Source: an optimization exercise on an open RTL-to-GDS flow (aim: small area). Production flows keep margins and buffers that such runs may drop.
Only simulation tests tie the RTL to the original design; equivalence was not proved.
Power is estimated from default activity; no workload was simulated.

## design/flow/config.mk

```make
export PLATFORM = sky130hd
export DESIGN_NAME = cdp_rdma_ig
export DESIGN_NICKNAME = cdp_rdma_ig
export VERILOG_FILES = /design/flow/design.v
export SDC_FILE = /design/flow/constraint.sdc
export NUM_CORES = 4
export LEC_CHECK = 0
export CAP_MARGIN = 20
export CORE_MARGIN = 2
export CORE_UTILIZATION = 60
export SETUP_SLACK_MARGIN = 0.3
export SLEW_MARGIN = 20
```

## design/flow/constraint.sdc

```tcl
create_clock -name core_clock -period 6.0 [get_ports {nvdla_core_clk}]
set_input_delay 1.2000 -clock core_clock [delete_from_list [all_inputs] [get_ports {nvdla_core_clk}]]
set_output_delay 1.2000 -clock core_clock [all_outputs]
set_load 0.01 [all_outputs]
```

## design/flow/design.v

```verilog
package cdp_rdma_cfg_pkg;
  localparam int atom_bytes_c = 32;
  localparam int atom_shift_c = $clog2(atom_bytes_c);
  localparam int w_group_c = 8;
  localparam int dim_w_c = 13;
  localparam int addr_w_c = 64;
  localparam int stride_w_c = 32;
  localparam int perf_w_c = 32;
  typedef logic [dim_w_c-1:0] dim_t;
  typedef struct packed {
    dim_t channel;
    dim_t height;
    dim_t width;
    logic [addr_w_c-1:0] base_addr;
    logic [stride_w_c-1:0] line_stride;
    logic [stride_w_c-1:0] surf_stride;
    logic dma_en;
  } cdp_rdma_cfg_t;
endpackage
package cdp_rdma_req_pkg;
  localparam int req_addr_w_c = 64;
  typedef logic [2:0] req_size_t;
  typedef struct packed {
    req_size_t size;
    logic [req_addr_w_c-1:0] addr;
  } dma_rd_req_t;
  typedef struct packed {
    logic last_c;
    logic last_h;
    logic last_w;
    req_size_t size;
  } cq_entry_t;
  typedef struct packed {
    logic last_w;
    logic last_c;
    logic last_h;
  } walk_pos_t;
endpackage
`timescale 1ns/1ps
module cdp_rdma_addr_gen #(
  parameter int W = 64
) (
  input  logic [W-1:0] a,
  input  logic [W-1:0] b,
  input  logic         ci,
  output logic [W-1:0] s,
  output logic         co
);
  logic [W-1:0] p0;
  logic [W-1:0] g;
  logic [W-1:0] p;
  always_comb begin
    p0 = a ^ b;
    g  = a & b;
    p  = p0;
    g[0] = g[0] | (p0[0] & ci);
    for (int d = 1; d < W; d = d * 2) begin
      for (int i = 2 * d - 1; i < W; i = i + 2 * d) begin
        g[i] = g[i] | (p[i] & g[i-d]);
        p[i] = p[i] & p[i-d];
      end
    end
    for (int d = 2 ** ($clog2(W) - 1); d >= 1; d = d / 2) begin
      for (int i = 3 * d - 1; i < W; i = i + 2 * d) begin
        g[i] = g[i] | (p[i] & g[i-d]);
        p[i] = p[i] & p[i-d];
      end
    end
    s  = p0 ^ {g[W-2:0], ci};
    co = g[W-1];
  end
endmodule
`timescale 1ns/1ps
module cdp_rdma_ig (
  input  logic                                  nvdla_core_clk,
  input  logic                                  nvdla_core_rstn,
  input  logic                                  op_en,
  input  cdp_rdma_cfg_pkg::cdp_rdma_cfg_t       cfg,
  input  logic                                  eg2ig_done,
  output logic                                  dma_req_valid,
  input  logic                                  dma_req_ready,
  output cdp_rdma_req_pkg::dma_rd_req_t         dma_req_pd,
  output logic                                  cq_valid,
  input  logic                                  cq_ready,
  output cdp_rdma_req_pkg::cq_entry_t           cq_pd,
  output logic [cdp_rdma_cfg_pkg::perf_w_c-1:0] perf_stall_d0,
  output logic [cdp_rdma_cfg_pkg::perf_w_c-1:0] perf_stall_d1
);
  localparam int lo_w = 46;
  logic           active;
  logic           hold;
  logic           layer_flag;
  logic           go;
  logic           layer_done;
  logic           last_c;
  logic           last_w;
  logic           last_h;
  logic [7:0]     c_cnt;
  logic [9:0]     w_cnt;
  logic [12:0]    h_cnt;
  logic [9:0]     w_inc;
  logic [lo_w-1:0] req_lo;
  logic            req_k;
  logic [lo_w-1:0] line_lo;
  logic            line_k;
  logic [lo_w-1:0] add_a;
  logic            add_k;
  logic [31:0]     add_b;
  logic [lo_w:0]   sum_lo;
  logic            sum_k;
  logic [63-lo_w:0] req_hi;
  logic [31:0]    stall_cnt;
  logic [31:0]    stall_inc;
  logic [31:0]    stall_nxt;
  logic           stall;
  assign go         = active & dma_req_ready & cq_ready;
  assign layer_done = go & last_c & last_w & last_h;
  always_ff @(posedge nvdla_core_clk or negedge nvdla_core_rstn) begin
    if (!nvdla_core_rstn) begin
      active <= 1'b0;
      hold   <= 1'b0;
    end else begin
      active <= active ? ~layer_done : (op_en & ~hold);
      hold   <= layer_done | (hold & ~eg2ig_done);
    end
  end
  assign dma_req_valid = active & cq_ready;
  assign cq_valid      = active & dma_req_ready;
  assign last_c = (c_cnt == cfg.channel[12:5]);
  assign last_w = (w_cnt == cfg.width[12:3]);
  assign last_h = (h_cnt == cfg.height);
  assign w_inc  = w_cnt + 1'b1;
  always_ff @(posedge nvdla_core_clk) begin
    if (!active) begin
      c_cnt <= '0;
      w_cnt <= '0;
      h_cnt <= '0;
    end else if (go) begin
      c_cnt <= last_c ? 8'd0 : c_cnt + 1'b1;
      if (last_c) begin
        w_cnt <= last_w ? 10'd0 : w_inc;
        if (last_w) begin
          h_cnt <= h_cnt + 1'b1;
        end
      end
    end
  end
  logic sel_base, sel_line, sel_req, sel_ss, sel_ls, sel_w;
  assign sel_base = ~active;
  assign sel_line = go & last_c;
  assign sel_req  = active & ~(go & last_c);
  assign sel_ss   = go & ~last_c;
  assign sel_ls   = go & last_c & last_w;
  assign sel_w    = go & last_c & ~last_w;
  assign add_a = ({lo_w{sel_base}} & cfg.base_addr[lo_w-1:0])
               | ({lo_w{sel_line}} & line_lo)
               | ({lo_w{sel_req}}  & req_lo);
  assign add_k = (sel_line & line_k) | (sel_req & req_k);
  assign add_b = ({32{sel_ss}} & cfg.surf_stride)
               | ({32{sel_ls}} & cfg.line_stride)
               | ({32{sel_w}}  & {14'd0, w_inc, 8'd0});
  cdp_rdma_addr_gen #(.W(lo_w)) u_add_lo (
    .a  (add_a),
    .b  ({{(lo_w-32){1'b0}}, add_b}),
    .ci (1'b0),
    .s  (sum_lo[lo_w-1:0]),
    .co (sum_lo[lo_w])
  );
  assign sum_k = add_k ^ sum_lo[lo_w];
  always_ff @(posedge nvdla_core_clk) begin
    req_lo <= sum_lo[lo_w-1:0];
    req_k  <= sum_k;
    if (!active | (go & last_c & last_w)) begin
      line_lo <= sum_lo[lo_w-1:0];
      line_k  <= sum_k;
    end
  end
  cdp_rdma_addr_gen #(.W(64-lo_w)) u_add_hi (
    .a  (cfg.base_addr[63:lo_w]),
    .b  ('0),
    .ci (req_k),
    .s  (req_hi),
    .co ()
  );
  assign stall = cfg.dma_en & active & cq_ready & ~dma_req_ready;
  cdp_rdma_addr_gen #(.W(32)) u_stall_inc (
    .a  (stall_cnt),
    .b  (32'd0),
    .ci (stall),
    .s  (stall_inc),
    .co ()
  );
  assign stall_nxt = active ? stall_inc : 32'd0;
  always_ff @(posedge nvdla_core_clk) begin
    stall_cnt <= stall_nxt;
  end
  always_ff @(posedge nvdla_core_clk or negedge nvdla_core_rstn) begin
    if (!nvdla_core_rstn) begin
      layer_flag <= 1'b0;
    end else if (layer_done) begin
      layer_flag <= ~layer_flag;
    end
  end
  always_ff @(posedge nvdla_core_clk) begin
    if (!nvdla_core_rstn | (layer_done & ~layer_flag)) begin
      perf_stall_d0 <= stall_nxt;
    end
    if (!nvdla_core_rstn | (layer_done & layer_flag)) begin
      perf_stall_d1 <= stall_nxt;
    end
  end
  assign dma_req_pd = {(last_w ? cfg.width[2:0] : 3'd7), req_hi, req_lo};
  assign cq_pd      = {last_c, last_h, last_w, (last_w ? cfg.width[2:0] : 3'd7)};
endmodule
```

## design/flow/flow/run.sh

```bash
#!/bin/bash
# Standard ORFS layout with two changes:
#  - port buffers use the smallest buffer (buf_1) instead of clkdlybuf4s50_1
#  - clock tree: larger sink clusters, clkbuf_8, no dummy loads
set -euo pipefail
bash standard.sh \
  'BUFFER_PORTS_ARGS=-buffer_cell sky130_fd_sc_hd__buf_1' \
  'CTS_ARGS=-sink_clustering_enable -repair_clock_nets -dont_use_dummy_load -sink_clustering_size 16 -sink_clustering_max_diameter 80 -buf_list sky130_fd_sc_hd__clkbuf_8' \
  finish > flow_make.log 2>&1
```

## design/flow/standard.sh

```bash
#!/bin/bash
# synth_recipe.tcl (not shown) runs the flow's synth.tcl, then flattens the netlist and writes it again
# the make line also repeats each setting of config.mk as NAME=value (left out here)
make -C /OpenROAD-flow-scripts/flow DESIGN_CONFIG=/design/flow/config.mk WORK_HOME=/design/flow/orfs CLKGATE_MAP_FILE= SYNTH_SCRIPT=/design/flow/synth_recipe.tcl "${@:-finish}"
```

==> results of run 1 <==
[power by group through the flow]
stage | Clock [mW] | Sequential, mW | Combinational [mW]
final | 0.708 | 2.09 | 1.30
after floorplan | 0 | 2.20 | 0.789
after CTS | 0.728 | 2.09 | 1.31
after detailed placement | 0 | 2.12 | 1.30
after global placement | 0 | 2.12 | 1.26
after global routing | 0.778 | 2.11 | 1.45
[cells by family (layout without fill, tap and decap cells)]
logic type | Yosys count | after routing | synth area share (%)
AND/OR/NAND/NOR | 265 | 265 | 13.9
flip-flops | 224 | 224 | 51.4
AO/OA/AOI/OAI | 158 | 158 | 11.6
XOR/XNOR | 102 | 102 | 8.25
buffers and inverters | 87 | 387 | 3.69
adder cells (fa/ha/maj) | 84 | 84 | 10.7
multiplexers | 4 | 4 | 0.367
[flip-flops by register name (all words and copies together) (netlist names)]
signal         count
active             1
c_cnt              8
h_cnt             13
hold               1
layer_flag         1
line_k             1
line_lo           46
perf_stall_d0     32
perf_stall_d1     32
req_k              1
req_lo            46
stall_cnt         32
w_cnt             10
[synth_stat cells, types with 5 or more instances]
cell type,count
buf_4,6
o21ai_1,9
inv_2,9
and2_1,27
and4_1,5
o21bai_1,6
ha_1,68
clkbuf_1,24
a22o_1,28
nand2_1,43
edfxtp_1,111
a221oi_2,6
nor2_1,60
nand4_1,11
fa_1,16
xor2_1,45
nand3_1,11
a21oi_1,25
xnor2_1,56
o21ai_0,23
a221o_1,38
and3_1,27
buf_2,6
nand2b_1,7
dfxtp_1,110
inv_1,37
nor2b_1,52
[worst paths after layout]
path,startpoint,endpoint,slack (ns),cells past startpoint
setup / recovery,cfg[162],line_lo[29],0.79,16
hold / removal,nvdla_core_rstn,layer_flag,0.52,1
setup reg to reg,c_cnt[2],line_lo[29],1.21,15
hold reg to reg,h_cnt[1],h_cnt[1],0.52,2
max in group asynchronous,nvdla_core_rstn,hold,5.22,1
min in group core_clock,h_cnt[1],h_cnt[1],0.52,2
[critical path, delay by kind of cell]
family,cells,cell delay [ns]
adder cells (fa/ha/maj),2,0.68
AO/OA/AOI/OAI,5,1.27
AND/OR/NAND/NOR,5,1.56
buffers and inverters,2,0.39
XOR/XNOR,2,0.36
[metrics by stage]
stage	hold slack [ns]	cells	total power, mW	area (sq um)
2_1_floorplan	0.468	924	2.99	10900
4_1_cts	0.489	1453	4.12	12500
6_report	0.520	1453	4.09	12500
5_1_grt	0.509	1453	4.35	12500
3_5_place_dp	0.514	1436	3.42	12300
3_3_place_gp	0.502	1436	3.38	12300
[placed cells by master (no fill, tap or decap), drive strengths merged, types with 11 or more instances in the layout]
master,n
edfxtp,111
a22o,28
a21oi,25
buf,324
ha,68
a221o,38
nand4,11
xnor2,56
and2,27
nor2,62
nand2,44
clkbuf,17
and3,27
nand3,12
dfxtp,110
inv,46
nor2b,52
fa,16
o21ai,32
xor2,46
[per-layer routing]
layer	up-vias	global-route usage, %	wire length (microns)	share of wire, %
li1	3897	-	-	-
met1	3741	31.1	10200	42
met2	244	44.3	12000	49
met3	36	4.66	1570	6.5
met4	0	5.95	504	2.1
met5	-	0	0	0
[area by class of cell]
| type | instances | area (sq um) |
|---|---|---|
| Fill cell | 1433 | 5390 |
| Multi-Input combinational cell | 613 | 4930 |
| Sequential cell | 224 | 5610 |
| Timing Repair Buffer | 324 | 1280 |
| Tap cell | 229 | 287 |
| Inverter | 46 | 173 |
| Clock buffer | 17 | 234 |
==> metrics.md, run 1 <==
| Metric | Value |
|---|---|
| Clk buf depth | 3 |
| Status | finished clean |
| Clock sink total | ~220 |
| Initial Util | slightly above 60% |
| Largest net degree at the start of global routing | 39 |
| Core area | 17900 sq um |
| First-pass GRT wire length | around 39 mm |
| Leakage power total | roughly 5.0 nW |
| Via-to-Cell Ratio | ~5.4 |
| Share of cells above drive strength 1 | 5.88% |
| Slew of the pin with the lowest slew margin | 0.948 ns |
| Final setup fails | 0 |
| ANT nets after route | 0 |
| Min-delay worst type | in -> async |
| Drt first pass iters | 4 |
| Worst setup path class | in -> reg |
| Initial antenna violation count | 0 |
| Final Util | a little over two thirds |
| CP Launch Type | input pin |
| Crit-path slowest cell | and2_1 |
| GPL Wtd Cong | between 0.8 and 0.9 |
| Final Max Slew Viols | 0 |
| Ys flop type | edfxtp_1 |
| Total track usage | about a quarter |
| TritonCTS clock tree | yes |
| Clock Latency Late Sink | around 0.52 ns |
| Ys Warns | 4 |
| Initial DRC Count | between 300 and 400 |
| ANT cells | 0 |
| Crit path largest cell delay | around 0.4 ns |
| Cells after Synth | roughly 920 |
| Port Buffers | 307 |
| Remaining routing DRC violations | 0 |
| Syn Area/Cell | ~12 sq um |
| Post-cts gate resize count | 0 |
| Largest cells by area after synthesis | edfxtp_1 31%, dfxtp_1 20%, ha_1 7.8%, xnor2_1 4.5%, xor2_1 3.6% |
| Sequential share of power | 51.0% |
| Async SR Flop Fraction | 1.34% |
| Place WS | between 0.15 and 0.2 ns |
| Root Buffer | clkbuf_8 |
| Vias in the first global route | roughly 8100 |
| Synth area leader | edfxtp_1 |
| Yosys reg bits | approximately 220 |
| Worst vdd ir | around 0.24 mV |
| HPWL Detailed | around 18 mm |
| CP Cell Sequence | buf_1 -> xor2_1 -> nor4_4 -> and3_2 -> and2_1 -> buf_4 -> a22o_1 -> ha_1 -> a21oi_1 -> a21oi_1 -> o31a_1 -> a21boi_0 -> nor2_1 -> or2_2 -> fa_1 -> xor2_1 |
| Period Utilization, post-route | between 80% and 90% |
| Clk pwr share | 17.3% |
| FP Rows | between 40 and 50 |
| Switch share | 33.2% |
| CTS H-tree depth | 1 |
| CP Data Arrival Time | 5.48 ns |
| Final hold vios | 0 |
| Post-layout min period | ~5.2 ns |
| Final WS setup | about 0.79 ns |
| Die Footprint | just under 20000 sq um |
| Die span in x | about 140 microns |
| Max-slew headroom | between 30% and 40% |
| Netlist Area Pre-Place | around 11000 sq um |
| Reg clk slew, reported paths | ~0.10 ns |
| Clock skew | ~0.05 ns |
| Maxcap violations | 0 |
| Gr ovfl total | 0 |
| Register area share after synthesis | a little over 50% |
| Die Ht | 139 microns |
| Setup TNS Final | 0 ns |
| Area grow syn2layout | 14.6% |
| I/O Pins | about 310 |
| Nets@finish | ~1500 |
| CTS Buf Count | 17 |
| Fmax | 192 MHz |
| Switching power of the nets | between 1 and 1.5 mW |
| Share of total power in combinational logic | 31.7% |
| Pint | about 2.7 mW |
| Post-Syn Nets | around 1200 |
| DR vias | 7918 |
| Fraction of synthesized cell area taken by the top area cell type | 30.5% |
| WP data required | between 6 and 7 ns |
| Crit-path max FO | 16 |
| CTS Hold Bufs | 0 |
| Crit. End Element | flip-flop |
| RSZ-0062 raised after global routing | false |
| Yosys cell types | between 60 and 70 |
| Post-synth EDFFs | between 100 and 150 |
| Final WL | approximately 24 mm |
| Post-CTS Setup Inserts | 0 |
| Power Density | approximately 330 nW/um^2 |
| WL/cell | around 17 microns |
==> run 2: changes to the inputs <==
==> design/flow/flow/run.sh (replaced) <==
#!/bin/bash
# Standard ORFS layout (standard.sh) with these changes:
#  - synthesis: the standard flow's synthesis script, but abc maps with an
#    area-oriented script (flow/abc_map.script); see flow/synth.tcl
#  - port buffers use the smallest buffer (buf_1) instead of clkdlybuf4s50_1
#  - clock tree: sink clusters of up to 16 within 80 um, clkbuf_8, no dummy loads
set -euo pipefail
here=$(pwd)
export FLOW_ABC_SCRIPT=$here/flow/abc_map.script
bash standard.sh \
  "SYNTH_SCRIPT=$here/flow/synth.tcl" \
  'BUFFER_PORTS_ARGS=-buffer_cell sky130_fd_sc_hd__buf_1' \
  'CTS_ARGS=-sink_clustering_enable -repair_clock_nets -dont_use_dummy_load -sink_clustering_size 16 -sink_clustering_max_diameter 80 -buf_list sky130_fd_sc_hd__clkbuf_8' \
  finish > flow_make.log 2>&1
==> design/flow/flow/abc_map.script (new file) <==
&get -n
&st
&dch -f
&nf -a -R 1000
&put
buffer -c
topo
stime -c
dnsize -c
==> design/flow/flow/synth.tcl (new file) <==
# The standard synthesis script (synth_recipe.tcl), with one change:
# the abc call maps with flow/abc_map.script (area-oriented &nf mapping)
# instead of ORFS's abc_speed.script. Registers are untouched by abc.
proc synth {args} { yosys synth -nofsm -noshare {*}$args }
proc abc {args} {
  set i [lsearch $args -script]
  if { $i >= 0 } { lset args [expr {$i + 1}] $::env(FLOW_ABC_SCRIPT) }
  yosys abc {*}$args
}
source $::env(SCRIPTS_DIR)/synth.tcl
# left out here: clear keep_hierarchy, flatten, clean up, hide names made inside functions, write 1_2_yosys.v
==> run 2 against run 1 <==
Still clean. Clock power about the same. Count of clock-buffer cells in the layout unchanged. Utilization up 2.3 points. Maximum frequency down 1.9%. Total power down 5.1%. Critical path depth up 5. Die area down 5.6%. Design area down 3.9%.
==> metrics.md, run 2 <==
| Metric | Value |
|---|---|
| Largest family of logic cells by synthesized area | compound AO/OA/AOI/OAI gates |
| Fraction of synthesized cell area taken by the top area cell type | 32.4% (+1.9 points) |
| Vias in the first global route | 7747 (-3.8%) |
| Die Ht | 135 microns (-2.9%) |
| Async SR Flop Fraction | 1.34% (unchanged) |
| Fmax | 188 MHz (-1.9%) |
| Area grow syn2layout | 16.9% |
| Adder-cell area share of the yosys netlist | 11.4% (+0.66 points) |
| Gr ovfl total | 0 (unchanged) |
| Clock Latency Late Sink | 0.51 ns (about the same) |
| Initial DRC Count | 336 (+3.4%) |
| Ys flop type | edfxtp_1 |
| Power Density | 323 nW/um^2 (-1.2%) |
| Setup TNS Final | 0 ns (unchanged) |
| Layout fillers | 1287 (-10%) |
| Cells after DPL | 1378 (-4.0%) |
| DR vias | 7788 (-1.6%) |
| Clock skew | 0.0303 ns (-0.0191 ns) |
| FP Rows | 47 (-4.1%) |
| Largest net degree at the start of global routing | 37 (-5.1%) |
| Status | finished clean |
| Final std cells w/o fill | 1395 (-4.0%) |
| Cell with the most instances after synthesis | edfxtp_1 |
| Slew of the pin with the lowest slew margin | 1.00 ns (+0.0548 ns) |
| Post-layout min period | 5.31 ns (+0.100 ns) |
| I/O Pins | 313 (unchanged) |
| Post-synth EDFFs | 111 (unchanged) |
| Post-synthesis compound-gate area fraction | 12.8% (+1.1 points) |
| Initial Util | 61.8% (+0.81 points) |
| Remaining routing DRC violations | 0 (unchanged) |
| CP Data Arrival Time | 5.57 ns (+0.09 ns) |
| Share of cells above drive strength 1 | 5.96% (+0.075 points) |
| Final hold vios | 0 (unchanged) |
| Die span in x | 135 microns (-2.9%) |
| Max-slew headroom | 32.9% (-3.7 points) |
| Post-Syn Nets | 1126 (-4.7%) |
| Register area share after synthesis | 54.6% (+3.2 points) |
| CTS H-tree depth | 1 (unchanged) |
| Worst vdd ir | 0.303 mV (+27%) |
| WP data required | 6.26 ns (about the same) |
| Post-CTS Setup Inserts | 0 (unchanged) |
| Cells after Synth | 868 (-6.1%) |
| Synth area leader | edfxtp_1 |
| Leakage power total | 4.94 nW (-1.3%) |
| Crit. End Element | flip-flop |
| Port Buffers | 307 (unchanged) |
| CP Launch Type | input pin |
| Clk buf depth | 3 (unchanged) |
| HPWL Detailed | 17.8 mm (-3.0%) |
| Maxcap violations | 0 (unchanged) |
| Syn Area/Cell | 11.8 sq um (+0.27%) |
| Netlist Area Pre-Place | 10300 sq um (-5.8%) |
| Die Footprint | 18200 sq um (-5.6%) |
| Multiplexer area fraction after synthesis | 0.0973% (-0.27 points) |
| Clock sink total | 224 (unchanged) |
| Root Buffer | clkbuf_8 |
| Largest cells by area after synthesis | edfxtp_1 32%, dfxtp_1 21%, ha_1 8.3%, a221o_1 4.7%, xnor2_1 3.8% |
| Min-delay worst type | reg -> reg |
| Final WL | 23.8 mm (-1.6%) |
| Crit-path max FO | 12 (-4) |
| Final Max Slew Viols | 0 (unchanged) |
| Drt first pass iters | 5 (+1) |
| Initial antenna violation count | 1 (+1) |
| Total track usage | 26.0% (+1.3 points) |
| Yosys reg bits | 224 (unchanged) |
| RSZ-0062 raised after global routing | false |
| WL/cell | 17.1 microns (+2.5%) |
| Period Utilization, post-route | 88.5% (+1.7 points) |
| Highest-count cells in the layout ignoring fill and taps | 307 x buf_1, 111 x edfxtp_1, 110 x dfxtp_1, 68 x ha_1, 49 x and3_1 |
| ANT nets after route | 0 (unchanged) |
| TritonCTS clock tree | yes |
| Final setup fails | 0 (unchanged) |
| ANT cells | 0 (unchanged) |
| Yosys cell types | 38 (-39%) |
| Via-to-Cell Ratio | 5.58 (+2.4%) |
| Ys Warns | 4 (unchanged) |
| Core area | 16600 sq um (-7.0%) |
| Nets@finish | 1435 (-3.3%) |
| Reg clk slew, reported paths | 0.10 ns (about the same) |
| Worst setup path class | in -> reg |
| Top cells by count, synth | 111 x edfxtp_1, 110 x dfxtp_1, 68 x ha_1 |
| Simple-gate area share of the yosys netlist | 11.5% (-2.4 points) |
| Pwr Total | 3.89 mW (-5.1%) |
| First-pass GRT wire length | 37.4 mm (-3.3%) |
| GPL Wtd Cong | 0.859 (+6.5%) |
| Most common cell after layout, fill and taps aside | buf_1 |
| Xor/xnor share of the synthesized area | 6.30% (-1.9 points) |
| CTS Buf Count | 17 (unchanged) |
| Biggest regs | line_lo (46), req_lo (46) |
==> run 2: cell count changes after synthesis, moves of 9 or more <==
cell / delta
and3_2: +14
inv_1: +10
a21oi_1: +9
o21ai_0: +14
a221o_1: +10
nor2b_1: -43
nor2_1: -21
o21ai_1: -9
nand2_1: -9
xor2_1: -16
a22oi_1: +12
inv_2: -9
xnor2_1: -11
and3_1: +24
==> run 2: final timing paths <==
path,from,end,slack (ns),depth (start not counted)
min,h_cnt[12],h_cnt[12],0.48,1
min reg2reg,h_cnt[12],h_cnt[12],0.48,1
min in group asynchronous,nvdla_core_rstn,hold,0.59,1
max,cq_ready,line_lo[35],0.69,21
max in group asynchronous,nvdla_core_rstn,active,5.13,1
max reg2reg,active,line_lo[35],0.84,20
==> run 2: through the flow <==
| stage | hold slack (ns) | util [%] | area (sq um) | setup slack [ns] |
|---|---|---|---|---|
| 4_1_cts | 0.485 | 72.2 | 12000 | 0.681 |
| 6_report | 0.483 | 72.2 | 12000 | 0.689 |
| 3_3_place_gp | 0.448 | 70.8 | 11800 | 0.207 |
| 5_1_grt | 0.509 | 72.2 | 12000 | 0.374 |
| 3_5_place_dp | 0.462 | 70.8 | 11800 | 0.182 |
| 2_1_floorplan | 0.428 | - | 10300 | 0.329 |
==> run 2: where the power goes <==
part	leakage (nW)	internal (mW)	switching, mW	total [mW]
combinational	2.83	0.479	0.671	1.15
sequential	1.98	1.90	0.123	2.03
clock	0.122	0.256	0.453	0.709
total	4.94	2.64	1.25	3.89
==> run 2: logic make-up (layout without fill, tap and decap cells) <==
logic type	after synthesis	after routing
flops	224	224
simple gates	220	220
compound gates	179	179
buf+inv	86	393
fa+ha+maj	84	84
xor+xnor	74	74
mux	1	1
==> run 2: layout make-up <==
cell class / instances / area (sq um) / share of cell area [%]
flip-flops and latches: 224 / 5610 / 46.7
multi-input cells: 558 / 4410 / 36.7
inverters: 47 / 176 / 1.47
repair buffers: 329 / 1320 / 11.0
well taps: 220 / 275 / 2.29
clock buffers: 17 / 234 / 1.95
==> run 2: worst max-delay path, stage by stage <==
cell and delay (ns):
buf_1 0.12, and2_4 0.17, nand2_2 0.15, nor3_4 0.28
buf_4 0.27, nand2b_1 0.16, nor3_1 0.30, a221o_1 0.18
ha_1 0.29, a21oi_1 0.21, nor2_1 0.07, a211oi_1 0.34
nor2_1 0.07, a2111oi_0 0.54, o32ai_1 0.18, a211oi_2 0.32
buf_4 0.19, inv_1 0.05, and3_1 0.14, ha_1 0.18
xor2_1 0.18
==> run 2: repair_timing <==
| item | 4_1_cts | 5_1_grt |
|---|---|---|
| gates resized for setup | 0 | 2 |
| hold buffers | 0 | 0 |
| endpoints found under the setup margin | 0 | 3 |
==> run 2: per-layer routing <==
layer	track usage (%)	routed length (microns)
met3	5.59	2200
met1	32.9	9460
met2	45.5	11600
met5	0	13
met4	6.61	499
==> run 3: changes to the inputs <==
==> design/flow/flow/abc_map.script (replaced) <==
&get -n
&st
&dch -f
&nf -a -R 1000
&put
mfs3 -a
topo
stime -c
--- a/design/flow/flow/synth.tcl
+++ b/design/flow/flow/synth.tcl
@@ -1,5 +1,5 @@
 # The standard synthesis script (synth_recipe.tcl), with one change:
-# the abc call maps with flow/abc_map.script (area-oriented &nf mapping)
+# the abc call maps with flow/abc_map.script (area-oriented &nf mapping, then mfs3 resubstitution)
 # instead of ORFS's abc_speed.script. Registers are untouched by abc.
 proc synth {args} { yosys synth -nofsm -noshare {*}$args }
 proc abc {args} {
==> run 3 against run 2 <==
Largest cell class unchanged. Largest power group unchanged. Synthesized cell count fell by 5.1%. Still clean on timing, DRC and antenna. Count of clock-buffer cells in the layout is the same. Critical endpoint is now line_lo[45]. Sequential share of layout area grew 0.17 points. Critical path type unchanged.
==> metrics.md, run 3 <==
| Metric | Value |
|---|---|
| Top cells by count, synth | 111 x edfxtp_1, 110 x dfxtp_1, 68 x and3_1, 68 x ha_1, 46 x xnor2_1 |
| Clock sink total | 224 (unchanged) |
| Post-layout min period | 5.42 ns (+0.108 ns) |
| Clk pwr share | 17.9% (-0.4 points) |
| Nets@finish | 1425 (-0.70%) |
| Reg clk slew, reported paths | 0.10 ns (about the same) |
| Switch share | 31.9% (-0.16 points) |
| RSZ-0062 raised after global routing | false |
| ANT nets after route | 0 (unchanged) |
| Syn Area/Cell | 12.3 sq um (+3.4%) |
| Worst vdd ir | 0.266 mV (-12%) |
| DR vias | 7786 (-0.026%) |
| Cell with the most instances after synthesis | edfxtp_1 |
| Crit. End Element | flip-flop |
| Cells after Synth | 824 (-5.1%) |
| Most common cell after layout, fill and taps aside | buf_1 |
| Status | finished clean |
| Post-Syn Nets | 1082 (-3.9%) |
| Fraction of synthesized cell area taken by the top area cell type | 33.0% (+0.59 points) |
| Period Utilization, post-route | 90.3% (+1.8 points) |
| Switching power of the nets | 1.24 mW (-0.72%) |
| Top Family by Delay on Critical Path | compound AO/OA/AOI/OAI gates |
| Slew of the pin with the lowest slew margin | 0.690 ns (-0.313 ns) |
| Power Density | 324 nW/um^2 (+0.13%) |
| WP data required | 6.23 ns (-0.03 ns) |
| Clock Latency Late Sink | 0.51 ns (about the same) |
| Highest-count cells in the layout ignoring fill and taps | 307 x buf_1, 111 x edfxtp_1, 110 x dfxtp_1, 68 x ha_1, 67 x and3_1 |
| Netlist Area Pre-Place | 10100 sq um (-1.8%) |
| Core area | 16500 sq um (-0.71%) |
| CTS Buf Count | 17 (unchanged) |
| I/O Pins | 313 (unchanged) |
| Largest cells by area after synthesis | edfxtp_1 33%, dfxtp_1 22%, ha_1 8.4%, and3_1 4.2%, xnor2_1 4.0% |
| Initial antenna violation count | 2 (+1) |
| Gr ovfl total | 0 (unchanged) |
| Crit path largest cell delay | 0.45 ns (-0.09 ns) |
| CP Data Arrival Time | 5.65 ns (+0.08 ns) |
| GRT Max-Usage Layer | met2 |
| HPWL Detailed | 17.6 mm (-0.83%) |
| Place WS | -0.0115 ns (-0.194 ns) |
| Via-to-Cell Ratio | 5.62 (+0.70%) |
| Global-route track usage on met1 | 32.9% (+0.043 points) |
| Ys flop type | edfxtp_1 |
| Pint | 2.64 mW (about the same) |
| Min-delay worst type | reg -> reg |
| Final std cells w/o fill | 1385 (-0.72%) |
| Final Max Slew Viols | 0 (unchanged) |
| Max-slew headroom | 54.0% (+21 points) |
| Ys Warns | 4 (unchanged) |
| Root Buffer | clkbuf_8 |
| Final hold vios | 0 (unchanged) |
| Total track usage | 25.8% (-0.23 points) |
| Buf/Inv on CP | 2 (-2) |
| Port Buffers | 307 (unchanged) |
| Pwr Total | 3.88 mW (-0.23%) |
| Die Footprint | 17900 sq um (-1.7%) |
| Cells after DPL | 1368 (-0.73%) |
| Setup TNS Final | 0 ns (unchanged) |
| Met2 Track Usage GR | 44.6% (-0.93 points) |
| Fmax | 185 MHz (-2.0%) |
| Final WL | 23.4 mm (-1.5%) |
| Share of cells above drive strength 1 | 4.72% (-1.2 points) |
| GRT met3 Usage | 4.87% (-0.72 points) |
| WL/cell | 16.9 microns (-0.84%) |
| CTS Hold Bufs | 0 (unchanged) |
| Vias in the first global route | 7479 (-3.5%) |
| Area grow syn2layout | 18.6% |
| Crit-path slowest cell | a2111oi_1 |
| GPL Wtd Cong | 0.812 (-5.5%) |
| FP Rows | 47 (unchanged) |
| Post-route cell area | 12000 sq um (-0.36%) |
| Post-synth EDFFs | 111 (unchanged) |
| Yosys cell types | 37 (-2.6%) |
| Yosys reg bits | 224 (unchanged) |
| TritonCTS clock tree | yes |
| ANT cells | 0 (unchanged) |
| Initial Util | 61.1% (-0.68 points) |
| Worst setup path class | in -> reg |
| Final WS setup | 0.581 ns (-0.108 ns) |
| Largest net degree at the start of global routing | 38 (+2.7%) |
| Register area share after synthesis | 55.6% (+1.0 points) |
| Post-CTS Setup Inserts | 0 (unchanged) |
| Die span in x | 134 microns (-0.87%) |
| CP Cell Sequence | buf_1 -> xnor2_1 -> nand4_1 -> nor3_4 -> buf_4 -> nand2b_1 -> nor3_1 -> a221o_1 -> ha_1 -> a21oi_1 -> nor2_1 -> a211oi_1 -> nor2_1 -> a2111oi_1 -> o32ai_1 -> a211oi_2 -> nor4_2 -> and3_1 -> ha_1 -> xor2_1 |
| Maxcap violations | 0 (unchanged) |
| Final Util | 72.5% (+0.25 points) |
| CTS H-tree depth | 1 (unchanged) |
| Remaining routing DRC violations | 0 (unchanged) |
| Async SR Flop Fraction | 1.34% (unchanged) |
| Initial DRC Count | 390 (+16%) |
| Synth area leader | edfxtp_1 |
| Sequential share of power | 52.4% (+0.2 points) |
| Leakage power total | 4.80 nW (-2.8%) |
| Tightest hold margin | 0.479 ns (-0.00429 ns) |
| Crit-path max FO | 18 (+6) |
| Die Ht | 134 microns (-0.87%) |
| Biggest regs | line_lo (46), req_lo (46) |
| First-pass GRT wire length | 36.4 mm (-2.7%) |
| CP Launch Type | input pin |
| Final setup fails | 0 (unchanged) |
| Share of total power in combinational logic | 29.6% (about the same) |
| Clock skew | 0.0261 ns (-0.00424 ns) |
| Area after DPL | 11700 sq um (-0.40%) |
| Clk buf depth | 3 (unchanged) |
| Drt first pass iters | 4 (-1) |
run 3: final timing paths:
kind                            startpoint             to  slack [ns]  depth (start not counted)
max in group asynchronous  nvdla_core_rstn         active        5.24                          1
setup / recovery                  cfg[166]    line_lo[45]        0.58                         20
hold reg to reg              stall_cnt[31]  stall_cnt[31]        0.48                          1
hold / removal               stall_cnt[31]  stall_cnt[31]        0.48                          1
setup reg to reg                  c_cnt[6]    line_lo[45]        0.88                         19
min in group asynchronous  nvdla_core_rstn           hold        0.52                          1
run 3: worst reg2reg max path, stage by stage, from the launching register on:
cell	delay (ns)
dfxtp_1	0.46
xnor2_1	0.16
nand4_1	0.26
nor3_4	0.31
buf_4	0.29
nand2b_1	0.12
nor3_1	0.36
a221o_1	0.19
ha_1	0.28
a21oi_1	0.20
nor2_1	0.06
a211oi_1	0.32
nor2_1	0.07
a2111oi_1	0.45
o32ai_1	0.17
a211oi_2	0.41
nor4_2	0.14
and3_1	0.23
ha_1	0.19
xor2_1	0.16
run 3: kinds of logic (layout without fill, tap and decap cells):
kind of cell / after synthesis / in the layout / synth area share, %
AO/OA/AOI/OAI: 182 / 182 / 13.0
XOR/XNOR: 75 / 75 / 6.50
flip-flops: 224 / 224 / 55.6
AND/OR/NAND/NOR: 209 / 209 / 11.2
buffers and inverters: 49 / 390 / 2.04
adder cells (fa/ha/maj): 84 / 84 / 11.6
multiplexers: 1 / 1 / 0.0991
run 3: final cells by class:
class | instances | area [sq um]
sequential | 224 | 5610
multi-input combinational | 551 | 4350
fill | 1259 | 4550
timing repair buffer | 330 | 1350
tap | 220 | 275
inverter | 43 | 163
clock buffer | 17 | 234
run 3: repair_timing:
| action | 4_1_cts | 5_1_grt |
|---|---|---|
| hold endpoints to repair | 0 | 0 |
| resized for setup | 0 | 3 |
| setup endpoints to repair | 0 | 10 |
run 3: power by group through the flow:
stage,clock (mW),sequential (mW),combinational [mW]
2_1_floorplan,0,2.14,0.661
3_3_place_gp,0,2.06,1.10
3_5_place_dp,0,2.07,1.13
4_1_cts,0.711,2.03,1.14
5_1_grt,0.763,2.06,1.28
6_report,0.696,2.03,1.15
run 3: routing by layer:
metal	up-vias	wire length (microns)
met4	2	720
met5	-	8
met1	3654	9500
met3	50	1660
li1	3784	-
met2	296	11500
==> run 4: changes to the inputs <==
--- a/design/flow/config.mk
+++ b/design/flow/config.mk
@@ -7,6 +7,6 @@
 export LEC_CHECK = 0
 export CAP_MARGIN = 20
 export CORE_MARGIN = 2
-export CORE_UTILIZATION = 60
+export CORE_UTILIZATION = 75
 export SETUP_SLACK_MARGIN = 0.3
 export SLEW_MARGIN = 20
==> run 4 against run 3 <==
Routed wire length increased by 12%. Sequential power about the same. Sequential share of layout area is 0.37 points higher. Largest cell class unchanged. Still clean. Critical path type unchanged. Clock power increased by 1%. Non-clock buffer count shrank 2. Register-to-register slack worse by 0.06 ns. Clock skew fell by 0.017 ns. Design area decreased by 0.78%. Highest routed layer is now met4. Critical path depth did not move.
==> metrics.md, run 4 <==
| Metric | Value |
|---|---|
| Cells after DPL | 1322 (-3.4%) |
| Die span in x | 120 microns (-10%) |
| Area grow syn2layout | 17.7% |
| Clock Latency Late Sink | 0.50 ns (about the same) |
| Status | finished clean |
| Drt first pass iters | 5 (+1) |
| CP Data Arrival Time | 5.69 ns (+0.04 ns) |
| Synth area leader | edfxtp_1 |
| Most common cell after layout, fill and taps aside | buf_1 |
| Clock skew | 0.00870 ns (-0.0174 ns) |
| Gr ovfl total | 0 (unchanged) |
| Largest net degree at the start of global routing | 33 (-13%) |
| HPWL Detailed | 18.7 mm (+5.9%) |
| CTS H-tree depth | 1 (unchanged) |
| Yosys cell types | 37 (unchanged) |
| Fmax | 184 MHz (-0.46%) |
| Root Buffer | clkbuf_8 |
| Crit-path max FO | 18 (unchanged) |
| Power Density | 330 nW/um^2 (+1.9%) |
| Final setup fails | 0 (unchanged) |
| I/O Pins | 313 (unchanged) |
| CP Launch Type | input pin |
| First-pass GRT wire length | 39.6 mm (+8.8%) |
| Cells after Synth | 824 (unchanged) |
| Syn Area/Cell | 12.3 sq um (unchanged) |
| Core area | 13200 sq um (-20%) |
| Remaining routing DRC violations | 0 (unchanged) |
| Post-Syn Nets | 1082 (unchanged) |
| Crit. End Element | flip-flop |
| Share of cells above drive strength 1 | 4.73% (+0.0081 points) |
| Worst setup path class | in -> reg |
| Post-synth EDFFs | 111 (unchanged) |
| Async SR Flop Fraction | 1.34% (unchanged) |
| Initial Util | 76.6% (+15 points) |
| GPL Wtd Cong | 0.880 (+8.4%) |
| Vias in the first global route | 8012 (+7.1%) |
| Via-to-Cell Ratio | 6.21 (+10%) |
| Period Utilization, post-route | 90.7% (+0.42 points) |
| Initial DRC Count | 766 (+96%) |
| Die Ht | 120 microns (-10%) |
| CTS Buf Count | 17 (unchanged) |
| Clock sink total | 224 (unchanged) |
| TritonCTS clock tree | yes |
| Largest cells by area after synthesis | edfxtp_1 33%, dfxtp_1 22%, ha_1 8.4%, and3_1 4.2%, xnor2_1 4.0% |
| Reg clk slew, reported paths | 0.10 ns (about the same) |
| Final Util | 90.1% (+18 points) |
| WP data required | 6.24 ns (about the same) |
| Total track usage | 35.4% (+9.7 points) |
| Nets@finish | 1423 (-0.14%) |
| FP Rows | 42 (-11%) |
| Ys Warns | 4 (unchanged) |
| Maxcap violations | 0 (unchanged) |
| Netlist Area Pre-Place | 10100 sq um (unchanged) |
| Clk buf depth | 3 (unchanged) |
| DR vias | 8312 (+6.8%) |
| Max-slew headroom | 47.7% (-6.3 points) |
| Ys flop type | edfxtp_1 |
| Port Buffers | 307 (unchanged) |
| Setup TNS Final | 0 ns (unchanged) |
| Slew of the pin with the lowest slew margin | 0.785 ns (+0.0947 ns) |
| Register area share after synthesis | 55.6% (unchanged) |
| Min-delay worst type | reg -> reg |
| Final WL | 26.2 mm (+12%) |
| WL/cell | 19.6 microns (+16%) |
| ANT cells | 0 (unchanged) |
| Layout fillers | 601 (-52%) |
| Leakage power total | 4.78 nW (-0.34%) |
| Final Max Slew Viols | 0 (unchanged) |
| Initial antenna violation count | 0 (-2) |
| ANT nets after route | 0 (unchanged) |
| Final std cells w/o fill | 1339 (-3.3%) |
| Fraction of synthesized cell area taken by the top area cell type | 33.0% (unchanged) |
| Pwr Total | 3.92 mW (+1.1%) |
| Tightest hold margin | 0.490 ns (+0.0113 ns) |
| Final hold vios | 0 (unchanged) |
| Worst vdd ir | 0.321 mV (+21%) |
| Biggest regs | line_lo (46), req_lo (46) |
| Die Footprint | 14400 sq um (-19%) |
| RSZ-0062 raised after global routing | false |
| Cell with the most instances after synthesis | edfxtp_1 |
| Top cells by count, synth | 111 x edfxtp_1, 110 x dfxtp_1, 68 x and3_1, 68 x ha_1, 46 x xnor2_1 |
| Highest-count cells in the layout ignoring fill and taps | 307 x buf_1, 111 x edfxtp_1, 110 x dfxtp_1, 68 x ha_1, 67 x and3_1 |
| Post-layout min period | 5.44 ns (+0.0252 ns) |
| Yosys reg bits | 224 (unchanged) |
==> run 4: cell types whose count changed in the layout (fill, tap and decap cells not counted), sizes merged <==
cell  delta
buf      -2
==> run 4: report_power, final <==
part | internal [mW] | total [mW] | switching (mW)
combinational | 0.477 | 1.17 | 0.692
clock | 0.257 | 0.704 | 0.447
sequential | 1.90 | 2.05 | 0.142
total | 2.64 | 3.92 | 1.28
==> run 4: metal layers <==
layer	part of all wire (%)	track usage, %	vias up
met2	51	62.6	526
li1	-	-	3774
met1	35	41.9	3914
met5	0	0	-
met3	9.2	5.75	98
met4	5.1	17.4	0
==> run 4: cells by family (layout without fill, tap and decap cells) <==
family / after synthesis / after routing / share of synthesized area (%)
DFF: 224 / 224 / 55.6
and+or+nand+nor: 209 / 209 / 11.2
AOI/OAI and AO/OA: 182 / 182 / 13.0
adders and majority gates: 84 / 84 / 11.6
xor gates and xnor gates: 75 / 75 / 6.50
buffers and inverters: 49 / 388 / 2.04
muxes: 1 / 1 / 0.0991
==> run 4: worst max-delay path: stages <==
cell       delay (ns)
buf_1            0.08
xnor2_1          0.14
nand4_1          0.27
nor3_4           0.32
buf_4            0.30
nand2b_2         0.19
nor3_1           0.30
a221o_1          0.17
ha_1             0.27
a21oi_1          0.18
nor2_1           0.05
a211oi_1         0.41
nor2_1           0.12
a2111oi_1        0.45
o32ai_1          0.16
a211oi_2         0.36
nor4_2           0.12
and3_1           0.23
ha_1             0.19
xor2_1           0.17
==> run 4: final timing paths <==
kind / slack [ns] / cells after the start / endpoint / from
setup / recovery: 0.56 / 20 / line_lo[45] / cfg[166]
hold / removal: 0.49 / 1 / h_cnt[12] / h_cnt[12]
setup reg to reg: 0.82 / 22 / perf_stall_d0[31] / active
hold reg to reg: 0.49 / 1 / h_cnt[12] / h_cnt[12]
max in group asynchronous: 5.19 / 1 / active / nvdla_core_rstn
min in group asynchronous: 0.55 / 1 / hold / nvdla_core_rstn
==> run 4: cell type report <==
cell class / count / area, sq um / area share [%]
clock buffers: 17 / 234 / 1.97
inverters: 43 / 163 / 1.37
multi-input cells: 551 / 4350 / 36.6
flip-flops and latches: 224 / 5610 / 47.2
well taps: 176 / 220 / 1.85
repair buffers: 328 / 1310 / 11.0
==> run 4: timing repair <==
action                                  in CTS  in global routing
hold buffers                                 0                  0
setup buffers                                0                  0
resized for setup                            0                  5
endpoints found under the setup margin       0                 20
==> run 4: stage by stage <==
stage	setup WS, ns	cell area [sq um]
detailed placement	-0.0997	11600
global route	0.194	11900
global placement	0.0767	11600
floorplan	0.311	10100
finish	0.555	11900
CTS	0.400	11900
==> run 5: changes to the inputs <==
--- a/design/flow/design.v
+++ b/design/flow/design.v
@@ -196,17 +196,16 @@
   end
   always_ff @(posedge nvdla_core_clk or negedge nvdla_core_rstn) begin
     if (!nvdla_core_rstn) begin
-      layer_flag <= 1'b0;
+      layer_flag    <= 1'b0;
+      perf_stall_d0 <= '0;
+      perf_stall_d1 <= '0;
     end else if (layer_done) begin
       layer_flag <= ~layer_flag;
-    end
-  end
-  always_ff @(posedge nvdla_core_clk) begin
-    if (!nvdla_core_rstn | (layer_done & ~layer_flag)) begin
-      perf_stall_d0 <= stall_nxt;
-    end
-    if (!nvdla_core_rstn | (layer_done & layer_flag)) begin
-      perf_stall_d1 <= stall_nxt;
+      if (layer_flag) begin
+        perf_stall_d1 <= stall_nxt;
+      end else begin
+        perf_stall_d0 <= stall_nxt;
+      end
     end
   end
   assign dma_req_pd = {(last_w ? cfg.width[2:0] : 3'd7), req_hi, req_lo};
--- a/design/flow/config.mk
+++ b/design/flow/config.mk
@@ -7,6 +7,6 @@
 export LEC_CHECK = 0
 export CAP_MARGIN = 20
 export CORE_MARGIN = 2
-export CORE_UTILIZATION = 75
+export CORE_UTILIZATION = 60
 export SETUP_SLACK_MARGIN = 0.3
 export SLEW_MARGIN = 20
==> run 5 against run 4 <==
Critical path type unchanged. Critical path depth shrank 1. Total power shrank 4.8%. Synthesized area grew 3.6%. Combinational power shrank 6%. Register-to-register slack gained 0.13 ns. Utilization shrank 18 points. Largest cell class unchanged. Final cell count grew 16%. Sequential share of layout area shrank 4.4 points. Design area grew 4.0%.
==> metrics.md, run 5 <==
| Metric | Value |
|---|---|
| Syn Area/Cell | 10.6 sq um (-14%) |
| Area grow syn2layout | 18.2% |
| GPL Wtd Cong | 0.848 (-3.6%) |
| Largest net degree at the start of global routing | 68 (+110%) |
| Final hold vios | 0 (unchanged) |
| Crit. End Element | flip-flop |
| Post-route cell area | 12400 sq um (+4.0%) |
| CTS Hold Bufs | 0 (unchanged) |
| Root Buffer | clkbuf_8 |
| Vias in the first global route | 8276 (+3.3%) |
| HPWL Detailed | 18.4 mm (-1.4%) |
| Remaining routing DRC violations | 0 (unchanged) |
| Cell with the most instances after synthesis | dfxtp_1 |
| Via-to-Cell Ratio | 5.51 (-11%) |
| Min-delay worst type | reg -> reg |
| Hold path start | perf_stall_d1[7] |
| Worst Hold End | perf_stall_d1[7] |
| First-pass GRT wire length | 39.3 mm (-0.92%) |
| Setup TNS Final | 0 ns (unchanged) |
| Clock Latency Late Sink | 0.52 ns (+0.02 ns) |
| Port Buffers | 307 (unchanged) |
| TritonCTS clock tree | yes |
| Highest-count cells in the layout ignoring fill and taps | 306 x buf_1, 110 x dfxtp_1, 95 x nand2_1, 72 x clkinv_1 |
| RSZ-0062 raised after global routing | false |
| Clock skew | 0.0313 ns (+0.0226 ns) |
| Initial Util | 60.9% (-16 points) |
| Yosys cell types | 38 (+2.7%) |
| DR vias | 8586 (+3.3%) |
| CP Launch Type | input pin |
| Biggest regs | line_lo (46), req_lo (46) |
| ANT nets after route | 0 (unchanged) |
| Max-slew headroom | 42.8% (-4.9 points) |
| Gr ovfl total | 0 (unchanged) |
| WL/cell | 15.9 microns (-19%) |
| Die Footprint | 18500 sq um (+28%) |
| Yosys reg bits | 224 (unchanged) |
| I/O Pins | 313 (unchanged) |
| Share of total power in combinational logic | 29.4% (-0.4 points) |
| Power Density | 302 nW/um^2 (-8.5%) |
| Die Ht | 136 microns (+13%) |
| Core area | 17200 sq um (+30%) |
| Crit-path slowest cell | nor4_1 |
| Leakage power total | 5.42 nW (+13%) |
| Initial antenna violation count | 2 (+2) |
| Slew of the pin with the lowest slew margin | 0.857 ns (+0.0715 ns) |
| Crit path largest cell delay | 0.51 ns (+0.06 ns) |
| Final setup fails | 0 (unchanged) |
| Fmax | 194 MHz (+5.4%) |
| Drt first pass iters | 5 (unchanged) |
| Register area share after synthesis | 50.6% (-5.0 points) |
| Post-layout min period | 5.17 ns (-0.278 ns) |
| Crit-path max FO | 10 (-8) |
| Final Max Slew Viols | 0 (unchanged) |
| Reg clk slew, reported paths | 0.10 ns (about the same) |
| Sequential share of power | 51.4% (-0.8 points) |
| CTS Buf Count | 17 (unchanged) |
| Reg2reg setup slack | 0.95 ns (+0.13 ns) |
| Switch share | 32.6% (-0.10 points) |
| WP data required | 6.27 ns (+0.03 ns) |
| CP Cell Sequence | buf_1 -> xnor2_1 -> nand4_1 -> nor3_4 -> nor2_4 -> buf_4 -> a221oi_1 -> clkinv_1 -> ha_1 -> nand2_1 -> o21a_1 -> nor2_1 -> a211oi_2 -> o31ai_2 -> a311oi_2 -> nor4_1 -> and3_1 -> nand3_1 -> xor2_1 |
| CTS H-tree depth | 1 (unchanged) |
| Die span in x | 136 microns (+13%) |
| Tightest hold margin | 0.483 ns (-0.00761 ns) |
| Launch point of the worst path | cfg[166] |
| Pint | 2.51 mW (-4.7%) |
| Cells after Synth | 988 (+20%) |
| Async SR Flop Fraction | 29.9% (+29 points) |
| FP Rows | 48 (+14%) |
| Final WL | 24.8 mm (-5.2%) |
| Area after DPL | 12100 sq um (+4.2%) |
| Hold Path Stages | 2 (+1) |
| CP Data Arrival Time | 5.44 ns (-0.25 ns) |
| Ys flop type | dfxtp_1 |
| Fraction of synthesized cell area taken by the top area cell type | 21.1% (-12 points) |
| Worst vdd ir | 0.205 mV (-36%) |
| Post-synth EDFFs | 47 (-58%) |
| Most common cell after layout, fill and taps aside | buf_1 |
| Clk pwr share | 19.2% (+1.2 points) |
| Nets@finish | 1592 (+12%) |
| Post-Syn Nets | 1246 (+15%) |
| Cells after DPL | 1540 (+16%) |
| Worst setup path class | in -> reg |
| Final std cells w/o fill | 1559 (+16%) |
| Ys Warns | 4 (unchanged) |
| Initial DRC Count | 348 (-55%) |
| R2r worst-path depth | 16 (-27%) |
| Period Utilization, post-route | 86.1% (-4.6 points) |
| Synth area leader | dfxtp_1 |
| RR Endpoint | line_lo[23] |
| Total track usage | 26.5% (-8.9 points) |
| Share of cells above drive strength 1 | 4.35% (-0.37 points) |
| Largest cells by area after synthesis | dfxtp_1 21%, dfrtp_1 16%, edfxtp_1 13%, ha_1 8.1%, and3_1 4.1% |
| Clock sink total | 224 (unchanged) |
| Clk buf depth | 3 (unchanged) |
| Top cells by count, synth | 110 x dfxtp_1, 97 x nand2_1, 73 x clkinv_1 |
| Netlist Area Pre-Place | 10500 sq um (+3.6%) |
| Buf/Inv on CP | 3 (+1) |
| Switching power of the nets | 1.22 mW (-5.1%) |
| Maxcap violations | 0 (unchanged) |
| Top Family by Delay on Critical Path | simple AND/OR/NAND/NOR gates |
| Status | finished clean |
| RR Startpoint | active |
run 5: area by class of cell:
type / instances / area (sq um)
sequential: 224 / 5290
multi-input combinational: 685 / 4910
fill: 1377 / 4810
timing repair buffer: 333 / 1360
tap: 225 / 282
inverter: 73 / 275
clock buffer: 17 / 234
antenna: 2 / 5.00
run 5: per-layer routing:
layer	global-route usage, %	wire, microns
met3	5.15	1630
met1	34.0	10400
met5	0	0
met4	8.97	684
met2	45.1	12100
run 5: per-stage QoR:
step | util (%) | worst slack (ns) | power (mW)
2_1_floorplan | - | 0.334 | 2.66
3_3_place_gp | 70.6 | 0.158 | 3.00
3_5_place_dp | 70.6 | 0.0180 | 3.04
4_1_cts | 71.9 | 0.550 | 3.74
5_1_grt | 72.0 | 0.433 | 3.95
6_report | 72.0 | 0.833 | 3.73
run 5: repair_timing:
item                       4_1_cts  5_1_grt
setup buffers                    0        0
resized for setup                0        1
hold endpoints to repair         0        0
setup endpoints to repair        0        8
run 5: tightest hold or removal path: cells and delay by family (launching register included):
family | cells | cell delay [ns]
AO/OA/AOI/OAI | 1 | 0.06
AND/OR/NAND/NOR | 1 | 0.05
flip-flops | 1 | 0.35
run 5: cell families (layout without fill, tap and decap cells):
family,Yosys count,in the layout,share of synthesized area (%)
other cells,0,2,0
fa+ha+maj,84,84,11.2
simple gates,295,295,13.6
buf+inv,79,423,3.05
xor+xnor,88,88,7.37
compound gates,218,218,14.3
flops,224,224,50.6
run 5: worst max path at each step:
stage                        endpoint  slack [ns]  cells past startpoint
after floorplan           line_lo[31]        0.33                     19
after global placement         line_k        0.16                     19
after detailed placement       line_k        0.02                     19
after CTS                      line_k        0.55                     19
after global routing           line_k        0.43                     19
final                          line_k        0.83                     19
run 5: power groups by stage:
| stage | logic [mW] | registers, mW | clock network (mW) |
|---|---|---|---|
| floorplan | 0.666 | 2.00 | 0 |
| global placement | 1.05 | 1.95 | 0 |
| detailed placement | 1.09 | 1.95 | 0 |
| CTS | 1.10 | 1.92 | 0.731 |
| global route | 1.24 | 1.94 | 0.777 |
| finish | 1.10 | 1.92 | 0.715 |

-- afterwards: timing with drivers on the ports --
How much do the figures lean on ideal ports? The routed layouts below were timed once more, with nothing changed but the port constraints. Step 1: set_driving_cell puts a clkbuf_16 on nvdla_core_clk and a buf_2 on each other input, an assumption about the parent block. Step 2 adds t to the input delays and takes it off the output delays; t is the mean of the earliest and latest rising clock arrival at the registers after step 1. Input paths then give back, and output paths get back, about the clock's delay inside the block. Three values: ideal ports, drivers, drivers and shift; two values: the first two.
run | t (ns) | setup slack, ns | worst setup path after step 2
run 1 | 0.538 | 0.789 / 0.807 / 0.269 | input to register
run 2 | 0.534 | 0.689 / 0.704 / 0.170 | input to register
run 3 | 0.537 | 0.581 / 0.602 / 0.065 | input to register
run 4 | 0.532 | 0.555 / 0.568 / 0.036 | input to register
run 5 | 0.540 | 0.833 / 0.847 / 0.307 | input to register
After both steps setup and hold are still met in every run listed. The setup slack of run 5, which loses most, moves by +0.014 ns with the drivers and by -0.526 ns with both steps.
